What follows belongs to an exercise in optimizing a design on an open flow for small area, a short achievable clock period and few clock cycles; a production flow would make more cautious choices. No functional check of the RTL was part of any run shown here. No activity file was given, so power comes from the tool's default toggle rates.

<file path="flow/design.v">
package sacu_pkg;
    localparam logic [2:0] KIND_ALLOC   = 3'd0;
    localparam logic [2:0] KIND_FREE    = 3'd1;
    localparam logic [2:0] KIND_COMPACT = 3'd2;
    localparam logic [2:0] KIND_WRITE   = 3'd3;
    localparam logic [2:0] KIND_READ    = 3'd4;
    localparam logic [2:0] ST_OK       = 3'd0;
    localparam logic [2:0] ST_OOM      = 3'd1;
    localparam logic [2:0] ST_FULL     = 3'd2;
    localparam logic [2:0] ST_NOTFOUND = 3'd3;
    localparam logic [2:0] ST_BAD      = 3'd4;
endpackage
import sacu_pkg::*;
module segment_allocator_with_compaction_unit (
    input  logic        clk,
    input  logic        rst_n,
    input  logic        s_tvalid,
    output logic        s_tready,
    input  logic [23:0] s_tdata,    
    output logic        m_tvalid,
    input  logic        m_tready,
    output logic [23:0] m_tdata     
);
    function automatic logic [31:0] pfx_or(input logic [31:0] v);
        logic [31:0] r;
        r = v;
        r = r | (r << 1);
        r = r | (r << 2);
        r = r | (r << 4);
        r = r | (r << 8);
        r = r | (r << 16);
        pfx_or = r;
    endfunction
    function automatic logic [32:0] therm(input logic [5:0] t);
        for (int q = 0; q < 33; q++)
            therm[q] = (6'(q) < t);
    endfunction
    typedef struct packed {
        logic       k_alloc;
        logic       k_free;
        logic       k_comp;
        logic       k_write;
        logic       k_read;
        logic       sz_zero;
        logic [5:0] m;         
        logic [4:0] a;
        logic [7:0] wd;
    } req_t;
    logic        q0_full, q1_full;
    req_t        q0;
    logic [21:0] q1;
    logic        r_full;       
    logic        r_search;     
    logic        r_fits;
    logic        r_hit;        
    logic        r_comp;       
    logic        r_read;       
    logic [31:0] r_data;       
    logic        o0_full;
    logic [16:0] o0;           
    logic [7:0]  mem [32];
    logic [31:0] seg_s;
    logic [31:0] seg_f;
    logic [5:0]  top;
    logic [32:0] below;
    logic [4:0]  cnt;
    logic [21:0] q_in;         
    req_t        din;
    always_comb
    begin
        q_in        = q1_full ? q1 : s_tdata[21:0];
        din.k_alloc = (q_in[2:0] == KIND_ALLOC);
        din.k_free  = (q_in[2:0] == KIND_FREE);
        din.k_comp  = (q_in[2:0] == KIND_COMPACT);
        din.k_write = (q_in[2:0] == KIND_WRITE);
        din.k_read  = (q_in[2:0] == KIND_READ);
        din.sz_zero = (q_in[8:3] == 6'd0);
        din.m       = q_in[8:3] - 6'd1;
        din.a       = q_in[13:9];
        din.wd      = q_in[21:14];
    end
    logic [31:0] hot_top;      
    logic [31:0] hot_a;        
    logic [31:0] ge_a;         
    always_comb
    begin
        for (int p = 0; p < 32; p++)
        begin
            hot_top[p] = below[p] ^ (p == 0 ? 1'b1 : below[p == 0 ? 0 : p - 1]);
            hot_a[p]   = (5'(p) == q0.a);
            ge_a[p]    = (5'(p) >= q0.a);
        end
    end
    logic        fits;
    logic        can_append;
    logic [32:0] cont;         
    logic [31:0] a1, a2, a4, a8, a16;
    logic [31:0] r0, r1, r2, r3, r4, r5;
    logic [31:0] match;
    assign fits       = (7'(top) + 7'(q0.m)) <= 7'd31;
    assign can_append = fits && !cnt[4];
    always_comb
    begin
        cont = {1'b0, ~seg_s & below[31:0]};
        a1  = cont[32:1];
        a2  = a1 & (a1 >> 1);
        a4  = a2 & (a2 >> 2);
        a8  = a4 & (a4 >> 4);
        a16 = a8 & (a8 >> 8);
        r0 = ~cont[32:1];
        r1 = q0.m[0] ? (a1  & (r0 >> 1))  : r0;
        r2 = q0.m[1] ? (a2  & (r1 >> 2))  : r1;
        r3 = q0.m[2] ? (a4  & (r2 >> 4))  : r2;
        r4 = q0.m[3] ? (a8  & (r3 >> 8))  : r3;
        r5 = q0.m[4] ? (a16 & (r4 >> 16)) : r4;
        match = q0.m[5] ? 32'd0 : (seg_s & seg_f & r5);
    end
    logic        found;
    logic [31:0] free_mask;
    assign found     = |(seg_s & hot_a);
    assign free_mask = ge_a & ~pfx_or(seg_s & (ge_a << 1)) & below[31:0];
    logic [31:0] ge_f;
    logic [31:0] low_hot;
    logic [31:0] shift;
    logic        any_f;
    logic        seg_gone;     
    always_comb
    begin
        ge_f     = pfx_or(seg_f);
        any_f    = |seg_f;
        low_hot  = seg_f & ~(ge_f << 1);
        shift    = ge_f & below[31:0];
        seg_gone = |(low_hot & ({1'b1, seg_s[31:1]} | ~below[32:1]));
    end
    logic        r_move;       
    logic        r_clear;      
    logic        stall;
    logic        go;           
    logic        done;         
    logic        op_append, op_free, op_write, op_step;
    logic [2:0]  res_st;
    logic [5:0]  res_ra;
    logic        x_search;
    assign r_move = r_full && (!o0_full || m_tready) && !(r_comp && any_f);
    assign stall  = r_full && r_search && r_hit && (q0.k_alloc || q0.k_comp);
    assign go     = q0_full && (!r_full || r_move) && !stall;
    always_comb
    begin
        x_search  = q0.k_alloc && !q0.sz_zero && !can_append;
        op_append = go && q0.k_alloc && !q0.sz_zero && can_append;
        op_free   = go && q0.k_free && found;
        op_write  = go && q0.k_write;
        op_step   = any_f && ((go && q0.k_comp) || (r_full && r_comp));
        done      = go;
        res_st = ST_BAD;
        res_ra = '0;
        if (q0.k_alloc && !q0.sz_zero && can_append)
        begin
            res_st = ST_OK;
            res_ra = top;
        end
        if (q0.k_free)
            res_st = found ? ST_OK : ST_NOTFOUND;
        if (q0.k_comp)
        begin
            res_st = ST_OK;
            res_ra = any_f ? top - 6'd1 : top;
        end
        if (q0.k_write)
            res_st = ST_OK;
        if (q0.k_read)
            res_st = ST_OK;
    end
    logic [31:0] ge_match;
    logic [31:0] first;
    logic        hit;
    logic [4:0]  hit_pos;
    logic [16:0] res;
    always_comb
    begin
        ge_match = pfx_or(r_data);
        first    = r_data & ~(ge_match << 1);
        hit      = ge_match[31];
        hit_pos  = '0;
        for (int p = 0; p < 32; p++)
            if (first[p]) hit_pos = hit_pos | 5'(p);
        if (r_search)
        begin
            if (r_hit)
                res = {8'd0, 1'b0, hit_pos, ST_OK};
            else
                res = {8'd0, 6'd0, r_fits ? ST_FULL : ST_OOM};
        end
        else
        begin
            res = r_data[16:0];
            res[16:9] = '0;
            if (r_read)
                for (int p = 0; p < 32; p++)
                    res[16:9] = res[16:9] | (mem[p] & {8{r_data[13:9] == 5'(p)}});
        end
    end
    assign r_clear = r_move && r_search && r_hit;
    logic take;
    assign s_tready = !q1_full;
    assign take     = s_tvalid && !q1_full;
    always_ff @(posedge clk or negedge rst_n)
    begin
        if (!rst_n)
        begin
            q0_full <= 1'b0;
            q1_full <= 1'b0;
            r_full  <= 1'b0;
            o0_full <= 1'b0;
        end
        else
        begin
            if (!q0_full || done)
            begin
                q0_full <= q1_full || take;
                q1_full <= 1'b0;
            end
            else if (take)
                q1_full <= 1'b1;
            if (done)
                r_full <= 1'b1;
            else if (r_move)
                r_full <= 1'b0;
            if (!o0_full || m_tready)
                o0_full <= r_move;
        end
    end
    always_ff @(posedge clk)
    begin
        if (!q0_full || done)
            q0 <= din;
        if (!q1_full)
            q1 <= s_tdata[21:0];
        if (done)
        begin
            r_search <= x_search;
            r_fits   <= fits;
            r_hit    <= |match;
            r_comp   <= q0.k_comp;
            r_read   <= q0.k_read;
            r_data   <= x_search ? match : {18'd0, q0.a, res_ra, res_st};
        end
        else if (op_step)
            r_data[8:3] <= top - 6'd1;
        if (!o0_full || m_tready)
            o0 <= res;
    end
    assign m_tvalid = o0_full;
    assign m_tdata  = {7'd0, o0};
    logic [31:0] m_we, m_sh, m_clr;
    logic [7:0]  m_up   [32];
    logic [7:0]  m_stay [32];
    always_comb
    begin
        for (int p = 0; p < 32; p++)
        begin
            m_we[p]   = op_write && hot_a[p];
            m_sh[p]   = op_step && shift[p];
            m_clr[p]  = op_free && free_mask[p];
            m_up[p]   = (p < 31) ? (mem[p < 31 ? p + 1 : p] & {8{below[p + 1]}}) : 8'd0;
            m_stay[p] = m_we[p] ? q0.wd : (m_clr[p] ? 8'd0 : mem[p]);
        end
    end
    always_ff @(posedge clk or negedge rst_n)
    begin
        if (!rst_n)
        begin
            for (int p = 0; p < 32; p++)
                mem[p] <= 8'd0;
        end
        else
        begin
            for (int p = 0; p < 32; p++)
                mem[p] <= m_sh[p] ? m_up[p] : m_stay[p];
        end
    end
    logic [5:0] top_next;
    always_comb
    begin
        top_next = top;
        if (op_append)
            top_next = top + q0.m + 6'd1;
        if (op_step && any_f)
            top_next = top - 6'd1;
    end
    always_ff @(posedge clk or negedge rst_n)
    begin
        if (!rst_n)
        begin
            seg_s <= '0;
            seg_f <= '0;
            top   <= '0;
            below <= '0;
            cnt   <= '0;
        end
        else
        begin
            for (int p = 0; p < 32; p++)
            begin
                if (op_append && hot_top[p])
                    seg_s[p] <= 1'b1;
                else if (op_step && shift[p])
                    seg_s[p] <= (p < 31) ? ((low_hot[p] || seg_s[p < 31 ? p + 1 : p]) && below[p + 1]) : 1'b0;
                if (op_free && hot_a[p])
                    seg_f[p] <= 1'b1;
                else if (r_clear && first[p])
                    seg_f[p] <= 1'b0;
                else if (op_step && shift[p])
                    seg_f[p] <= (p < 31) ? ((low_hot[p] && !seg_s[p < 31 ? p + 1 : p]) || seg_f[p < 31 ? p + 1 : p]) && below[p + 1] : 1'b0;
            end
            top   <= top_next;
            below <= therm(top_next);
            if (op_append)
                cnt <= cnt + 5'd1;
            if (op_step && seg_gone)
                cnt <= cnt - 5'd1;
        end
    end
endmodule
</file>
<file path="flow/run.sh">
#!/bin/bash
# synth_recipe.tcl (not shown) runs the flow's synth.tcl, then flattens the netlist and writes it again
# the make line also repeats each setting of config.mk as NAME=value (left out here)
make -C /OpenROAD-flow-scripts/flow DESIGN_CONFIG=/design/flow/config.mk WORK_HOME=/design/flow/orfs CLKGATE_MAP_FILE= SYNTH_SCRIPT=/design/flow/synth_recipe.tcl finish
</file>
<file path="flow/config.mk">
export PLATFORM = sky130hd
export DESIGN_NAME = segment_allocator_with_compaction_unit
export DESIGN_NICKNAME = segment_allocator_with_compaction_unit
export VERILOG_FILES = /design/flow/design.v
export SDC_FILE = /design/flow/constraint.sdc
export NUM_CORES = 4
export LEC_CHECK = 0
export ABC_AREA = 1
export CAP_MARGIN = 20
export CORE_MARGIN = 2
export CORE_UTILIZATION = 40
export CTS_BUF_LIST = sky130_fd_sc_hd__clkbuf_4 sky130_fd_sc_hd__clkbuf_8
export SETUP_SLACK_MARGIN = 3.0
export SLEW_MARGIN = 20
export TNS_END_PERCENT = 0
</file>
<file path="flow/constraint.sdc">
create_clock -name core_clock -period 6.0 [get_ports {clk}]
set_input_delay 1.2000 -clock core_clock [delete_from_list [all_inputs] [get_ports {clk}]]
set_output_delay 1.2000 -clock core_clock [all_outputs]
set_load 0.01 [all_outputs]
</file>
==> run_results.csv, run 1 <==
group,metric,value,unit
floorplanning,core_area,77200,µm²
finish,regArea,12000,µm²
finish,multi_input_comb_area,17300,µm²
routing,drt_pre_antenna_iters,8,
logic_synthesis,yosysWarnings,4,
place,dp_hpwl,109000,µm
timing,setup_tns,0,ns
global_routing,antenna_found_initial,6,
cts,cts_num_sinks,467,
logic_synthesis,synth_common_cells,"nand2_1, nand3_1, inv_1, nor2_1, dfrtp_1",
routing,first_iter_violations,4479,
cts,ctsHoldBuffers,0,
finish,final_layout_size_suffix_gt1_share,12.6,%
cts,path_clk_slew,0.07,ns
min_path,hp-class,"in -> async",
outcome,status,"finished clean",
routing,via_per_inst,6.01,
pwr,powerDensity,613,nW/µm²
place,placedCellCount,5506,
finish,fill_cells,8061,
critical_path,cp_max_fo,34,
logic_synthesis,synth.top_cells.by_area,"dfrtp_1, nand2_1, nand3_1, edfxtp_1, inv_1",
floorplanning,num_rows,102,
cts,cts_max_level,3,
floorplanning,initial_utilization,40.3,%
logic_synthesis,synth-seq-area-share,38.5,%
finish,instances_no_fill,5757,
logic_synthesis,synth.distinct_cells,63,
global_routing,grt_start_max_net_pins,122,
floorplanning,ios,54,
job,maxCapViolCount,0,
timing,period_share,57.0,%
pwr,max-vdd-ir-drop,0.486,mV
pwr,pwr-share-comb,56.8,%
pwr,p_seq_share,27.5,%
pwr,p_switching,0.0124,W
global_routing,grt_pass1_wl,212000,µm
place,port_buffers,44,
place,place_congestion,1.01,
floorplanning,dieArea,80000,µm²
logic_synthesis,synth_area,31100,µm²
logic_synthesis,yosysMostFrequentCell,"nand2_1",
critical_path,critPathLaunchType,"flop",
global_routing,grt_pass1_vias,32300,
critical_path,critPathCaptureType,"flop",
logic_synthesis,async_flop_share,78.4,%
logic_synthesis,synth_flop_cell,"dfrtp_1",
timing,fmax,292,MHz
pwr,power.total,0.0224,W
cts,cts_buffer_depth,3,
timing,slew_violations,0,
logic_synthesis,ys_ff_latch,467,
critical_path,critPathKind,"reg -> reg",
global_routing,grt_overflow,0,
routing,vias,34600,
floorplanning,die_w,283,µm
pwr,power.leakage,16.9,nW
global_routing,grt_usage,36.0,%
critical_path,cp_data_required_time,6.45,ns
timing,slew_headroom,21.3,%
pwr,p_int,0.00999,W
timing,finalSetupViolCount,0,
pwr,netSwitchingFraction,55.4,%
cts,cts_buffers,88,
routing,drc,0,
finish,nNetsFinal,4688,
logic_synthesis,synth_top_area_share,29.5,%
finish,syn2layout_area_growth,17.3,%
logic_synthesis,synth_area_per_cell,6.87,µm²
timing,rsz0062_at_grt,"yes",
routing,drtAntennaViolNets,0,
cts,cts-root-buf,"clkbuf_8",
timing,clock_skew,0.0606,ns
floorplanning,die_h,283,µm
critical_path,critPathArrivalTime,3.87,ns
timing,worst_slew_pin_slew,1.18,ns
timing,worst_slack,2.58,ns
timing,fin_crit,3.42,ns
logic_synthesis,synth_edf_count,79,
pwr,clock_power_share,15.7,%
routing,avgRoutedWirePerCell,25.3,µm
cts,cts_tree,"built",
place,post-place-ws,1.46,ns
timing,hold_viol_final,0,
logic_synthesis,netlist_instances,4523,
cts,insertion_delay,0.77,ns
routing,wl,145000,µm
logic_synthesis,yosysTopAreaCell,"dfrtp_1",
worst max-delay path, stage by stage (launching register included):
cell      delay, ns
edfxtp_1       0.53
buf_8          0.32
clkinv_2       0.27
nand3_1        0.30
inv_1          0.29
a22o_1         0.36
a211oi_4       0.43
nand4_1        0.21
nor2_1         0.22
a21oi_1        0.16
layer usage:
layer,track usage (%),up-vias,share of wire (%)
met2,55.3,2026,44
li1,-,15500,-
met4,17.7,12,5.5
met5,0,-,0.054
met3,10.1,499,12
met1,46.6,16500,39
cells in the final DEF, fill, tap and decap left out, drive strengths merged, types with 12 or more instances in the layout:
master,count
a21oi,67
a221oi,21
buf,141
clkbuf,139
clkdlybuf4s50,42
clkinv,19
dfrtp,366
dfxtp,22
edfxtp,79
ha,13
inv,571
nand2,1155
nand3,690
nand4,244
nor2,496
nor3,94
nor4,22
o211ai,35
o21ai,242
o21bai,15
o221ai,33
o22ai,72
or2,12
xnor2,25
cells by family (layout without fill, tap and decap cells):
group,count (synthesis),in the layout,synth area share [%]
and+or+nand+nor,2723,2726,39.6
buffers and inverters,742,925,9.47
AOI/OAI and AO/OA,538,538,10.7
DFF,467,467,38.5
xor gates and xnor gates,36,36,1.01
adders and majority gates,16,16,0.716
other,1,9,0.0121
what timing repair did:
item / 4_1_cts / 5_1_grt
endpoints found under the setup margin: 433 / 385
endpoints found under the hold margin: 0 / 0
pin swaps: 15 / 40
resized for setup: 169 / 139
setup buffers: 34 / 49
cloned: 5 / 0
power by group through the flow:
| stage | logic, W | clock network, W | registers (W) |
|---|---|---|---|
| 3_3_place_gp | 0.0106 | 0 | 0.00615 |
| 4_1_cts | 0.0115 | 0.00355 | 0.00605 |
| 3_5_place_dp | 0.0107 | 0 | 0.00614 |
| 2_1_floorplan | 0.00726 | 0 | 0.00539 |
| 5_1_grt | 0.0135 | 0.00368 | 0.00623 |
| 6_report | 0.0127 | 0.00351 | 0.00614 |
metrics by stage:
step	instance area (µm²)	hold WS [ns]	utilization, %
global route	36500	0.467	47.2
global placement	32500	0.432	42.1
finish	36500	0.434	47.2
detailed placement	32500	0.437	42.2
floorplan	31100	0.418	-
CTS	35500	0.446	46.0
sequential cells by signal (all words and copies together) (netlist names), 5 cells and up:
register,flops
below,32
cnt,5
mem,256
o0,17
q0,25
q1,22
r_data,32
seg_f,32
seg_s,32
top,5
layout make-up:
type | instances | area share, %
multi-input cells | 3323 | 47.4
clock buffers | 139 | 4.59
flip-flops and latches | 467 | 32.9
inverters | 578 | 6.10
repair buffers | 184 | 4.70
repair inverters | 2 | 0.0618
diodes | 2 | 0.0137
well taps | 1040 | 3.57
clock inverters | 22 | 0.679
path summary, 6_finish.rpt:
check                                start        to  slack [ns]  depth (start not counted)
max in group asynchronous            rst_n  seg_f[0]        4.06                          2
min in group core_clock             q1[18]    q1[18]        0.45                          2
worst min register to register      q1[18]    q1[18]        0.45                          2
worst max-delay path            r_data[13]    o0[11]        2.58                          9
worst max register to register  r_data[13]    o0[11]        2.58                          9
worst min-delay path                 rst_n    cnt[2]        0.43                          1
==> run 2, diff against run 1 <==
--- a/flow/config.mk
+++ b/flow/config.mk
@@ -8,7 +8,7 @@
 export ABC_AREA = 1
 export CAP_MARGIN = 20
 export CORE_MARGIN = 2
-export CORE_UTILIZATION = 40
+export CORE_UTILIZATION = 50
 export CTS_BUF_LIST = sky130_fd_sc_hd__clkbuf_4 sky130_fd_sc_hd__clkbuf_8
 export SETUP_SLACK_MARGIN = 3.0
 export SLEW_MARGIN = 20
==> run_results.csv, run 2 <==
group,metric,value,unit
outcome,status,"finished clean",
place,port_buffers,44,
routing,drc,0,
logic_synthesis,yosysWarnings,4,
routing,first_iter_violations,5645,
timing,fin_crit,3.40,ns
pwr,power.leakage,16.7,nW
place,placedCellCount,5298,
logic_synthesis,synth_area_per_cell,6.87,µm²
global_routing,grt_overflow,0,
pwr,power.total,0.0224,W
floorplanning,die_w,253,µm
global_routing,antenna_found_initial,7,
timing,clock_skew,0.0281,ns
finish,nNetsFinal,4685,
timing,period_share,56.6,%
global_routing,grt_usage,44.1,%
finish,final_common_cell,"nand2_1",
logic_synthesis,ys_ff_latch,467,
timing,setup_tns,0,ns
finish,largest_reg_flops,256,
cts,cts_buffer_depth,3,
critical_path,critPathKind,"reg -> reg",
cts,cts_tree,"built",
timing,hold_viol_final,0,
logic_synthesis,synth_area,31100,µm²
finish,instances_no_fill,5554,
floorplanning,num_rows,91,
critical_path,critPathLaunchType,"flop",
routing,drtAntennaViolNets,0,
routing,avgRoutedWirePerCell,26.0,µm
place,place_congestion,1.06,
floorplanning,dieArea,64200,µm²
timing,slew_violations,0,
finish,fill_cells,6154,
timing,fmax,294,MHz
place,post-place-ws,1.58,ns
logic_synthesis,synth_top_area_share,29.5,%
floorplanning,ios,54,
cts,cts_buffers,89,
logic_synthesis,synth.distinct_cells,63,
floorplanning,die_h,253,µm
finish,syn2layout_area_growth,16.1,%
job,maxCapViolCount,0,
place,dp_hpwl,107000,µm
logic_synthesis,synth_flop_cell,"dfrtp_1",
critical_path,cp_max_fo,7,
global_routing,grt_start_max_net_pins,144,
finish,final_layout_size_suffix_gt1_share,12.1,%
timing,rsz0062_at_grt,"yes",
floorplanning,initial_utilization,50.5,%
finish,final_cell_mix,"nand2_1, nand3_1, inv_1, nor2_1, dfrtp_1",
cts,cts_max_level,3,
timing,worst_slew_pin_slew,1.24,ns
routing,via_per_inst,6.29,
logic_synthesis,synth-seq-area-share,38.5,%
routing,wl,144000,µm
cts,cts_num_sinks,467,
cts,cts-root-buf,"clkbuf_8",
critical_path,critPathCaptureType,"flop",
logic_synthesis,synth_common_cells,"nand2_1, nand3_1, inv_1, nor2_1, dfrtp_1",
global_routing,grt_pass1_vias,32100,
logic_synthesis,synth.top_cells.by_area,"dfrtp_1, nand2_1, nand3_1, edfxtp_1, inv_1",
pwr,max-vdd-ir-drop,0.427,mV
logic_synthesis,synth_edf_count,79,
logic_synthesis,yosysMostFrequentCell,"nand2_1",
routing,drt_pre_antenna_iters,9,
logic_synthesis,yosysTopAreaCell,"dfrtp_1",
floorplanning,core_area,61600,µm²
global_routing,grt_pass1_wl,209000,µm
cts,insertion_delay,0.73,ns
cts,path_clk_slew,0.06,ns
logic_synthesis,netlist_instances,4523,
timing,finalSetupViolCount,0,
critical_path,cp_data_required_time,6.38,ns
pwr,powerDensity,620,nW/µm²
timing,slew_headroom,17.0,%
finish,top_register,"mem",
critical_path,critPathArrivalTime,3.78,ns
timing,worst_slack,2.60,ns
routing,vias,34900,
min_path,hp-class,"in -> async",
logic_synthesis,async_flop_share,78.4,%
## run 2: cell counts after synthesis
Identical to the previous run, type by type.
## run 2: report_power, final
group | leakage, nW | switching [W] | internal (W)
registers | 5.85 | 0.00152 | 0.00466
logic | 9.88 | 0.00939 | 0.00336
clock network | 1.01 | 0.00155 | 0.00190
total | 16.7 | 0.0125 | 0.00991
## run 2: worst max-delay path: stages (launching register included)
cell and delay [ns]:
edfxtp_1 0.54, inv_2 0.15, nand2_1 0.20, nor2_1 0.22, nand2_1 0.37, o22ai_1 0.14, a21oi_1 0.14, o2111ai_1 0.22
nor3_1 0.78, a41oi_1 0.28
## run 2: worst paths after layout
check | start | to | slack, ns | cells after the start
setup / recovery | r_data[11] | o0[14] | 2.60 | 9
hold / removal | rst_n | seg_s[5] | 0.42 | 1
setup reg to reg | r_data[11] | o0[14] | 2.60 | 9
hold reg to reg | q1[18] | q1[18] | 0.45 | 2
max in group asynchronous | rst_n | mem[27][2] | 4.27 | 2
min in group core_clock | q1[18] | q1[18] | 0.45 | 2
## run 2: kinds of logic (layout without fill, tap and decap cells)
kind of cell               Yosys count  after routing  synth area share, %
xor gates and xnor gates            36             36                 1.01
AOI/OAI and AO/OA                  538            538                 10.7
adders and majority gates           16             16                0.716
other                                1             10               0.0121
DFF                                467            467                 38.5
buffers and inverters              742            924                 9.47
and+or+nand+nor                   2723           2726                 39.6
## run 2: final cells by class
cell class	count	area, µm²	area share, %
Tap cell	837	1050	2.90
Antenna cell	3	7.51	0.0208
Clock inverter	22	190	0.527
Inverter	578	2240	6.19
Timing Repair inverter	3	25.0	0.0693
Clock buffer	142	1710	4.74
Multi-Input combinational cell	3323	17200	47.6
Sequential cell	467	12000	33.2
Timing Repair Buffer	179	1720	4.78
## run 2: through the flow
step	util, %	hold WS [ns]	area, µm²
after floorplan	-	0.418	31100
after global placement	52.4	0.430	32200
after detailed placement	52.4	0.435	32200
after CTS	57.4	0.432	35300
after global routing	58.6	0.453	36100
final	58.6	0.424	36100
## run 2: layer usage
layer  wire length, µm  vias up  global-route usage, %  share of wire, %
met5               145        -                   1.16              0.10
met4              9220       10                   23.5               6.4
met3             19200      530                   12.9                13
met2             60000     2511                   64.5                42
met1             55900    16400                   58.7                39
li1                  -    15500                      -                 -
## run 2: timing repair
action,CTS,global route
buffers inserted,44,39
hold buffers,0,0
endpoints found under the setup margin,409,391
resized for setup,183,90
cloned,3,3
pin swaps,20,30
==> run 3, diff against run 2 <==
--- a/flow/design.v
+++ b/flow/design.v
@@ -43,7 +43,7 @@
         logic       k_read;
         logic       sz_zero;
         logic [5:0] m;         
-        logic [4:0] a;
+        logic [31:0] ge;       
         logic [7:0] wd;
     } req_t;
     logic        q0_full, q1_full;
@@ -76,7 +76,8 @@
         din.k_read  = (q_in[2:0] == KIND_READ);
         din.sz_zero = (q_in[8:3] == 6'd0);
         din.m       = q_in[8:3] - 6'd1;
-        din.a       = q_in[13:9];
+        for (int p = 0; p < 32; p++)
+            din.ge[p] = (5'(p) >= q_in[13:9]);
         din.wd      = q_in[21:14];
     end
     logic [31:0] hot_top;      
@@ -87,8 +88,8 @@
         for (int p = 0; p < 32; p++)
         begin
             hot_top[p] = below[p] ^ (p == 0 ? 1'b1 : below[p == 0 ? 0 : p - 1]);
-            hot_a[p]   = (5'(p) == q0.a);
-            ge_a[p]    = (5'(p) >= q0.a);
+            hot_a[p]   = q0.ge[p] && !(p > 0 && q0.ge[p > 0 ? p - 1 : 0]);
+            ge_a[p]    = q0.ge[p];
         end
     end
     logic        fits;
@@ -123,14 +124,25 @@
     logic [31:0] low_hot;
     logic [31:0] shift;
     logic        any_f;
-    logic        seg_gone;     
+    logic        two;          
+    logic        gone1;        
+    logic        gone2;        
+    logic [31:0] s1, s2, f1, f2, b1, b2;    
     always_comb
     begin
-        ge_f     = pfx_or(seg_f);
-        any_f    = |seg_f;
-        low_hot  = seg_f & ~(ge_f << 1);
-        shift    = ge_f & below[31:0];
-        seg_gone = |(low_hot & ({1'b1, seg_s[31:1]} | ~below[32:1]));
+        s1 = {1'b0, seg_s[31:1]};
+        s2 = {2'b0, seg_s[31:2]};
+        f1 = {1'b0, seg_f[31:1]};
+        f2 = {2'b0, seg_f[31:2]};
+        b1 = below[32:1];
+        b2 = {1'b0, below[32:2]};
+        ge_f    = pfx_or(seg_f);
+        any_f   = |seg_f;
+        low_hot = seg_f & ~(ge_f << 1);
+        shift   = ge_f & below[31:0];
+        two     = !(|(seg_f & ~(b1 & (~s1 | f1))));
+        gone1   = |(low_hot & (s1 | ~b1));
+        gone2   = |(low_hot & (s2 | ~b2));
     end
     logic        r_move;       
     logic        r_clear;      
@@ -164,7 +176,7 @@
         if (q0.k_comp)
         begin
             res_st = ST_OK;
-            res_ra = any_f ? top - 6'd1 : top;
+            res_ra = !any_f ? top : two ? top - 6'd2 : top - 6'd1;
         end
         if (q0.k_write)
             res_st = ST_OK;
@@ -191,14 +203,14 @@
             else
                 res = {8'd0, 6'd0, r_fits ? ST_FULL : ST_OOM};
         end
-        else
+        else if (r_read)
         begin
-            res = r_data[16:0];
-            res[16:9] = '0;
-            if (r_read)
-                for (int p = 0; p < 32; p++)
-                    res[16:9] = res[16:9] | (mem[p] & {8{r_data[13:9] == 5'(p)}});
+            res = {8'd0, 6'd0, ST_OK};
+            for (int p = 0; p < 32; p++)
+                res[16:9] = res[16:9] | (mem[p] & {8{r_data[p]}});
         end
+        else
+            res = r_data[16:0];
     end
     assign r_clear = r_move && r_search && r_hit;
     logic take;
@@ -243,27 +255,28 @@
             r_hit    <= |match;
             r_comp   <= q0.k_comp;
             r_read   <= q0.k_read;
-            r_data   <= x_search ? match : {18'd0, q0.a, res_ra, res_st};
+            r_data   <= x_search ? match : q0.k_read ? hot_a : {23'd0, res_ra, res_st};
         end
         else if (op_step)
-            r_data[8:3] <= top - 6'd1;
+            r_data[8:3] <= two ? top - 6'd2 : top - 6'd1;
         if (!o0_full || m_tready)
             o0 <= res;
     end
     assign m_tvalid = o0_full;
     assign m_tdata  = {7'd0, o0};
-    logic [31:0] m_we, m_sh, m_clr;
-    logic [7:0]  m_up   [32];
-    logic [7:0]  m_stay [32];
+    logic [31:0] m_we, m_sh1, m_sh2, m_keep;
+    logic [7:0]  mem1 [32];    
+    logic [7:0]  mem2 [32];    
     always_comb
     begin
         for (int p = 0; p < 32; p++)
         begin
             m_we[p]   = op_write && hot_a[p];
-            m_sh[p]   = op_step && shift[p];
-            m_clr[p]  = op_free && free_mask[p];
-            m_up[p]   = (p < 31) ? (mem[p < 31 ? p + 1 : p] & {8{below[p + 1]}}) : 8'd0;
-            m_stay[p] = m_we[p] ? q0.wd : (m_clr[p] ? 8'd0 : mem[p]);
+            m_sh1[p]  = op_step && !two && shift[p] && b1[p];
+            m_sh2[p]  = op_step && two && shift[p] && b2[p];
+            m_keep[p] = !(m_we[p] || (op_step && shift[p]) || (op_free && free_mask[p]));
+            mem1[p]   = (p < 31) ? mem[p < 31 ? p + 1 : 0] : 8'd0;
+            mem2[p]   = (p < 30) ? mem[p < 30 ? p + 2 : 0] : 8'd0;
         end
     end
     always_ff @(posedge clk or negedge rst_n)
@@ -276,7 +289,10 @@
         else
         begin
             for (int p = 0; p < 32; p++)
-                mem[p] <= m_sh[p] ? m_up[p] : m_stay[p];
+                mem[p] <= ({8{m_we[p]}} & q0.wd)
+                        | ({8{m_sh1[p]}} & mem1[p])
+                        | ({8{m_sh2[p]}} & mem2[p])
+                        | ({8{m_keep[p]}} & mem[p]);
         end
     end
     logic [5:0] top_next;
@@ -285,8 +301,8 @@
         top_next = top;
         if (op_append)
             top_next = top + q0.m + 6'd1;
-        if (op_step && any_f)
-            top_next = top - 6'd1;
+        if (op_step)
+            top_next = two ? top - 6'd2 : top - 6'd1;
     end
     always_ff @(posedge clk or negedge rst_n)
     begin
@@ -305,20 +321,22 @@
                 if (op_append && hot_top[p])
                     seg_s[p] <= 1'b1;
                 else if (op_step && shift[p])
-                    seg_s[p] <= (p < 31) ? ((low_hot[p] || seg_s[p < 31 ? p + 1 : p]) && below[p + 1]) : 1'b0;
+                    seg_s[p] <= two ? ((low_hot[p] || s2[p]) && b2[p])
+                                    : ((low_hot[p] || s1[p]) && b1[p]);
                 if (op_free && hot_a[p])
                     seg_f[p] <= 1'b1;
                 else if (r_clear && first[p])
                     seg_f[p] <= 1'b0;
                 else if (op_step && shift[p])
-                    seg_f[p] <= (p < 31) ? ((low_hot[p] && !seg_s[p < 31 ? p + 1 : p]) || seg_f[p < 31 ? p + 1 : p]) && below[p + 1] : 1'b0;
+                    seg_f[p] <= two ? (((low_hot[p] && !s2[p]) || f2[p]) && b2[p])
+                                    : (((low_hot[p] && !s1[p]) || f1[p]) && b1[p]);
             end
             top   <= top_next;
             below <= therm(top_next);
             if (op_append)
                 cnt <= cnt + 5'd1;
-            if (op_step && seg_gone)
-                cnt <= cnt - 5'd1;
+            if (op_step)
+                cnt <= cnt - 5'(gone1) - 5'(two && gone2);
         end
     end
 endmodule
--- a/flow/config.mk
+++ b/flow/config.mk
@@ -8,7 +8,7 @@
 export ABC_AREA = 1
 export CAP_MARGIN = 20
 export CORE_MARGIN = 2
-export CORE_UTILIZATION = 50
+export CORE_UTILIZATION = 40
 export CTS_BUF_LIST = sky130_fd_sc_hd__clkbuf_4 sky130_fd_sc_hd__clkbuf_8
 export SETUP_SLACK_MARGIN = 3.0
 export SLEW_MARGIN = 20
==> run_results.csv, run 3 <==
group,metric,value,unit
outcome,status,"finished clean",
place,port_buffers,44,
cts,cts_tree,"built",
place,post-place-ws,1.52,ns
timing,period_share,56.0,%
cts,insertion_delay,0.78,ns
routing,vias,39400,
logic_synthesis,synth_top_area_share,26.8,%
cts,cts_num_sinks,494,
finish,final_layout_size_suffix_gt1_share,12.7,%
floorplanning,ios,54,
critical_path,cp_max_fo,14,
pwr,power.leakage,18.2,nW
finish,nNetsFinal,5289,
floorplanning,num_rows,107,
routing,first_iter_violations,5495,
pwr,p_int,0.0118,W
finish,final_common_cell,"nand2_1",
logic_synthesis,yosysWarnings,4,
logic_synthesis,yosysTopAreaCell,"dfrtp_1",
floorplanning,initial_utilization,40.3,%
routing,via_per_inst,6.09,
job,maxCapViolCount,0,
logic_synthesis,yosysMostFrequentCell,"nand2_1",
cts,path_clk_slew,0.06,ns
finish,final_cell_mix,"nand2_1, nor2_1, nand3_1, inv_1, dfrtp_1",
routing,wl,165000,µm
routing,drt_pre_antenna_iters,6,
cts,cts-root-buf,"clkbuf_8",
floorplanning,die_h,297,µm
timing,clock_skew,0.0456,ns
global_routing,grt_pass1_wl,241000,µm
logic_synthesis,synth.top_cells.by_area,"dfrtp_1, nand2_1, edfxtp_1, nand3_1, nor2_1",
logic_synthesis,synth_common_cells,"nand2_1, nor2_1, nand3_1, inv_1, dfrtp_1",
pwr,p_switching,0.0157,W
floorplanning,die_w,297,µm
pwr,clock_power_share,13.5,%
critical_path,critPathCaptureType,"flop",
pwr,max-vdd-ir-drop,0.574,mV
timing,hold_viol_final,0,
pwr,pwr-share-comb,58.8,%
finish,largest_reg_flops,256,
pwr,netSwitchingFraction,57.1,%
global_routing,grt_pass1_vias,36500,
timing,rsz0062_at_grt,"yes",
routing,avgRoutedWirePerCell,25.6,µm
pwr,p_seq_share,27.8,%
critical_path,slowest_delay,0.66,ns
timing,worst_slew_pin_slew,1.23,ns
timing,slew_headroom,17.5,%
logic_synthesis,synth_flop_cell,"dfrtp_1",
logic_synthesis,synth-seq-area-share,37.2,%
logic_synthesis,synth_area,34300,µm²
logic_synthesis,synth_area_per_cell,6.70,µm²
finish,reg_top3,"mem (256), q0 (51), below (33)",
pwr,powerDensity,681,nW/µm²
critical_path,critPathSlowestCell,"edfxtp_1",
logic_synthesis,synth_edf_count,105,
timing,slew_violations,0,
logic_synthesis,netlist_instances,5120,
global_routing,grt_usage,36.2,%
place,place_congestion,1.10,
routing,drtAntennaViolNets,0,
logic_synthesis,ys_ff_latch,494,
timing,fmax,297,MHz
place,dp_hpwl,122000,µm
logic_synthesis,async_flop_share,74.3,%
routing,drc,0,
critical_path,critPathLaunchType,"flop",
cts,cts_buffers,94,
timing,worst_slack,2.64,ns
timing,finalSetupViolCount,0,
timing,setup_tns,0,ns
logic_synthesis,synth.distinct_cells,63,
critical_path,critPathKind,"reg -> reg",
min_path,hp-class,"reg -> reg",
timing,fin_crit,3.36,ns
global_routing,grt_start_max_net_pins,98,
floorplanning,core_area,85100,µm²
finish,top_register,"mem",
critical_path,cp_data_required_time,6.66,ns
global_routing,grt_overflow,0,
finish,syn2layout_area_growth,17.7,%
global_routing,antenna_found_initial,8,
place,placed_area,35800,µm²
critical_path,path_cells,"nor2_1 > nand2_1 > o21ai_0 > nor2_1 > nand2_1 > nor2_2 > a21oi_2 > buf_4 > nand2_4 > clkinv_8 > buf_4 > nand2_1 > nand3_2 > o21ai_0",
floorplanning,dieArea,88200,µm²
cts,cts_max_level,3,
finish,fill_cells,8853,
cts,cts_buffer_depth,3,
critical_path,critPathArrivalTime,4.03,ns
finish,postLayoutCellArea,40400,µm²
critical_path,crit_top_cell,"nand2_1",
==> run 3: power groups by stage <==
stage	registers, W	logic, W	clock network [W]
floorplan	0.00626	0.00904	0
global placement	0.00765	0.0134	0
detailed placement	0.00765	0.0135	0
CTS	0.00747	0.0149	0.00372
global route	0.00772	0.0172	0.00387
finish	0.00764	0.0162	0.00370
==> run 3: worst paths after layout <==
check                        from         end  slack, ns  depth (start not counted)
min in group asynchronous   rst_n      r_full       0.46                          1
hold reg to reg            q1[19]      q1[19]       0.45                          2
hold / removal             q1[19]      q1[19]       0.45                          2
setup / recovery           q0[19]  mem[30][3]       2.64                         14
max in group asynchronous   rst_n  mem[28][7]       4.19                          2
setup reg to reg           q0[19]  mem[30][3]       2.64                         14
==> run 3: what timing repair did <==
action | 4_1_cts | 5_1_grt
gates resized for setup | 218 | 119
hold buffers | 0 | 0
gates cloned | 7 | 6
endpoints found under the setup margin | 473 | 420
buffers inserted | 64 | 43
pin swaps | 40 | 38
==> run 3: logic make-up after synthesis <==
kind of cell	Yosys count	synth area share, %
AND/OR/NAND/NOR	3174	40.9
AO/OA/AOI/OAI	703	12.2
buffers and inverters	687	7.90
flip-flops	494	37.2
XOR/XNOR	42	1.07
adder cells (fa/ha/maj)	17	0.685
multiplexers	2	0.0583
other	1	0.0109
==> run 3: routing by layer <==
metal  up-vias  global-route usage [%]  routed length, µm
li1      17600                       -                  -
met5         -                       0                 56
met1     18700                    48.2              63700
met3       528                    9.18              21000
met4         8                    20.8              11300
met2      2516                    53.1              69300
==> run 3: worst max-delay path: cells and delay by family (launching register included) <==
kind	cells	cell delay, ns
simple gates	8	1.50
buf+inv	3	0.68
flops	1	0.66
compound gates	3	0.39
==> run 3: layout make-up <==
type	instances	area, µm²	share of cell area (%)
clock buffers	139	1710	4.24
clock inverters	34	318	0.787
repair inverters	3	18.8	0.0465
repair buffers	212	2160	5.35
diodes	2	5.00	0.0124
multi-input cells	3951	20000	49.6
inverters	488	1890	4.68
well taps	1144	1430	3.54
flip-flops and latches	494	12800	31.7
==> run 3: per-stage QoR <==
stage	utilization, %	cells	power, W	hold WS, ns
floorplan	-	5126	0.0153	0.418
global placement	42.1	6171	0.0210	0.430
detailed placement	42.1	6171	0.0211	0.435
CTS	46.3	6415	0.0261	0.454
global route	47.4	6466	0.0288	0.479
finish	47.4	6467	0.0275	0.452

## afterwards: timing with drivers on the ports
The flow's constraints put no driver on any port. The routed layouts listed below were extracted and timed again, unchanged, in two steps. Step 1 sets driving cells, clkbuf_16 on the clock port and buf_2 on the other inputs (assumed; they add their load-dependent delay and slew). Step 2 also shifts input and output timing later by t, the mid clock arrival at the registers, as if the neighbouring blocks saw the same clock. Slacks: ideal ports / drivers / drivers and shift; pairs: ideal ports / drivers.
run | t, ns | setup slack, ns | clock arrival spread, ns
run 1 | 0.809 | 2.581 / 2.581 / 2.149 | 0.061 / 0.060
run 2 | 0.774 | 2.604 / 2.604 / 2.122 | 0.028 / 0.028
run 3 | 0.818 | 2.638 / 2.638 / 2.114 | 0.046 / 0.046
After both steps setup and hold are still met in every run listed. For run 3, which loses most, drivers alone change the setup slack by 0.000 ns; drivers and shift together by -0.524 ns.
